This is an optimization exercise on Yosys and OpenROAD, whose aim is small area, not a production implementation.
Function was checked by simulation only, so behaviour that the tests miss may differ from the original.
Power and IR drop assume default switching activity.

## job 6688
==> flow/design.v (excerpt) <==
module eth_commu_top
(
	input logic i_clk,
	input logic i_rst_n,
	input logic i_trig_send,
	input commu_pkg::len_t i_data_length,
	input commu_pkg::byte_t i_pck_ident,
	input commu_pkg::byte_t i_pck_idx,
	input commu_pkg::byte_t i_cur_byte,
	output logic o_get_cur_byte,
	output logic o_send_over,
	output logic o_tx_valid,
	output logic o_tx_last,
	output commu_pkg::byte_t o_tx_data,
	input logic i_rx_dv,
	input commu_pkg::byte_t i_rx_data,
	output commu_pkg::byte_t o_cmd,
	output logic [31:0] o_param,
	output logic o_cmd_come
);
Settings: LEC_CHECK=0, CAP_MARGIN=20, CORE_MARGIN=2, CORE_UTILIZATION=60, PLACE_DENSITY=0.75, SLEW_MARGIN=20; clock period 12.0 ns.
standard.sh (not shown) runs the stock make flow with config.mk's settings and CLKGATE_MAP_FILE= SYNTH_SCRIPT=/design/flow/synth_recipe.tcl, a recipe that flattens the netlist after the stock synthesis.
==> flow/flow/run.sh <==
#!/bin/bash
# Standard layout (the standard.sh) with a leaner clock tree and small port buffers:
# clkbuf_8 clock buffers in small sink clusters and no dummy loads on the clock tree; every
# port still gets its own buffer (buf_1). The make output goes to standard_run.log; the ORFS
# steps keep their own logs under orfs/logs.
set -o pipefail
export CTS_ARGS="-sink_clustering_enable -repair_clock_nets -dont_use_dummy_load -buf_list {sky130_fd_sc_hd__clkbuf_8} -sink_clustering_size 16 -sink_clustering_max_diameter 50"
export BUFFER_PORTS_ARGS="-buffer_cell sky130_fd_sc_hd__buf_1"
bash standard.sh > standard_run.log 2>&1
diff inputs: job 6688 => job 3512
==> flow/flow/run.sh <==
#!/bin/bash
# Standard layout (the standard.sh) with a leaner clock tree, small port buffers.
# no dummy loads.
# clkbuf_8 clock buffers in small clusters and no dummy loads; every port still gets its own
# buffer; repair_timing's power recovery after global routing.
set -o pipefail
export CTS_ARGS="-sink_clustering_enable -repair_clock_nets -dont_use_dummy_load -buf_list {sky130_fd_sc_hd__clkbuf_8} -sink_clustering_size 16 -sink_clustering_max_diameter 50"
export BUFFER_PORTS_ARGS="-buffer_cell sky130_fd_sc_hd__buf_1"
bash standard.sh > standard_run.log 2>&1
Findings:
Job 3512 against job 6688: wire length of the first global-routing pass ~0 delta, transition at the pin with the smallest max-transition slack ~0 delta. In terms of number of buffers created by CTS, job 3512 and job 6688 differ only marginally. Compared job 6688 against job 3512; final design utilization within noise. Re global-route usage: no difference whatsoever between job 6688 and job 3512. Between job 6688 and job 3512, the share of final layout cell area taken by non-clock buffers figures differ only marginally. Comparing job 6688 against job 3512, there is no change at all in reported max-cap violation count.
Modified inputs, job 7835 compared to job 3512
==> flow/flow/run.sh <==
#!/bin/bash
# Standard layout (the standard.sh) with a leaner clock tree and small port buffers:
# clkbuf_8 clock buffers in small sink clusters and no dummy loads on the clock tree; every
# port still gets its own buffer (buf_1). The make output goes to standard_run.log; the ORFS
# steps keep their own logs under orfs/logs.
set -o pipefail
export CTS_ARGS="-sink_clustering_enable -repair_clock_nets -dont_use_dummy_load -buf_list {sky130_fd_sc_hd__clkbuf_8} -sink_clustering_size 20 -sink_clustering_max_diameter 50"
export BUFFER_PORTS_ARGS="-buffer_cell sky130_fd_sc_hd__buf_1"
bash standard.sh > standard_run.log 2>&1
Job 7835 finished end to end and its layout was clean on timing, DRC and antenna. Final area in job 7835 is 120 sq um below job 3512. Lower power goes to job 7835 over job 3512. Going from job 3512 to job 7835, portion of total power attributed to the clock network shrank by 1.0 points; layout-stage area growth over the synthesis result shrank by 0.40 points; routed wire length shrank by about 0.6%; TritonCTS sink count held steady; total leakage power shrank by about 0.56%. Job 3512 → job 7835: worst hold slack across all endpoints went down 6.3 ps; detailed-routing wirelength on met1 went up 0.71%.
What job 7367 does differently from job 7835 at the input level:
- a change of CORE_UTILIZATION from 60 to 70
- a change of PLACE_DENSITY from 0.75 to 0.85
-- flow/flow/run.sh --
<<< job 7835, line 7
export CTS_ARGS="-sink_clustering_enable -repair_clock_nets -dont_use_dummy_load -buf_list {sky130_fd_sc_hd__clkbuf_8} -sink_clustering_size 20 -sink_clustering_max_diameter 50"
>>> job 7367, line 7
export CTS_ARGS="-sink_clustering_enable -repair_clock_nets -dont_use_dummy_load -buf_list {sky130_fd_sc_hd__clkbuf_8} -sink_clustering_size 16 -sink_clustering_max_diameter 50"
[summary]
Across job 7835 and job 7367, the outcome is the same: a clean finish for every run. Diff job 7835 -> job 7367 | clock period minus worst slack | decrease of 30 ps. Min global-route total usage across every layer across job 7835 and job 7367: job 7835. In terms of count of nets after finishing, job 7835 and job 7367 differ only marginally. For global-route track usage on met3, job 7835 and job 7367 come out practically identical. Job 7367 against job 7835: initial antenna violation count -1; number of standard cells in the final layout excluding fillers moved down.

==> separate check: timing with driven ports <==
No port has a modelled driver above. Below, the same layouts with a new extraction and two added sets of constraints. Step 1 sets driving cells, clkbuf_16 on the clock port and buf_2 on the other inputs (assumed; they add their load-dependent delay and slew). Step 2 times the ports against the registers' clock, not the clock port: input delays grow and output delays shrink by t, the midpoint of the rising clock arrivals with the driver on. Slacks: ideal / step 1 / step 2; pairs: ideal / step 1.
run | t (ns) | setup slack, ns | hold slack, ns | worst setup path at the end | worst register clock-pin slew, ns
job 6688 | 0.680 | 5.806 / 5.826 / 5.146 | 0.289 / 0.289 / 0.289 | input to register | 0.10 / 0.10
job 3512 | 0.680 | 5.806 / 5.826 / 5.146 | 0.289 / 0.289 / 0.289 | input to register | 0.10 / 0.10
job 7835 | 0.694 | 5.761 / 5.787 / 5.094 | 0.283 / 0.283 / 0.283 | input to register | 0.11 / 0.11
job 7367 | 0.688 | 5.791 / 5.819 / 5.132 | 0.259 / 0.259 / 0.259 | input to register | 0.11 / 0.11
After both steps every run listed still meets setup and hold. For job 7835, which loses most, drivers alone change the setup slack by +0.026 ns; drivers and shift together by -0.667 ns.
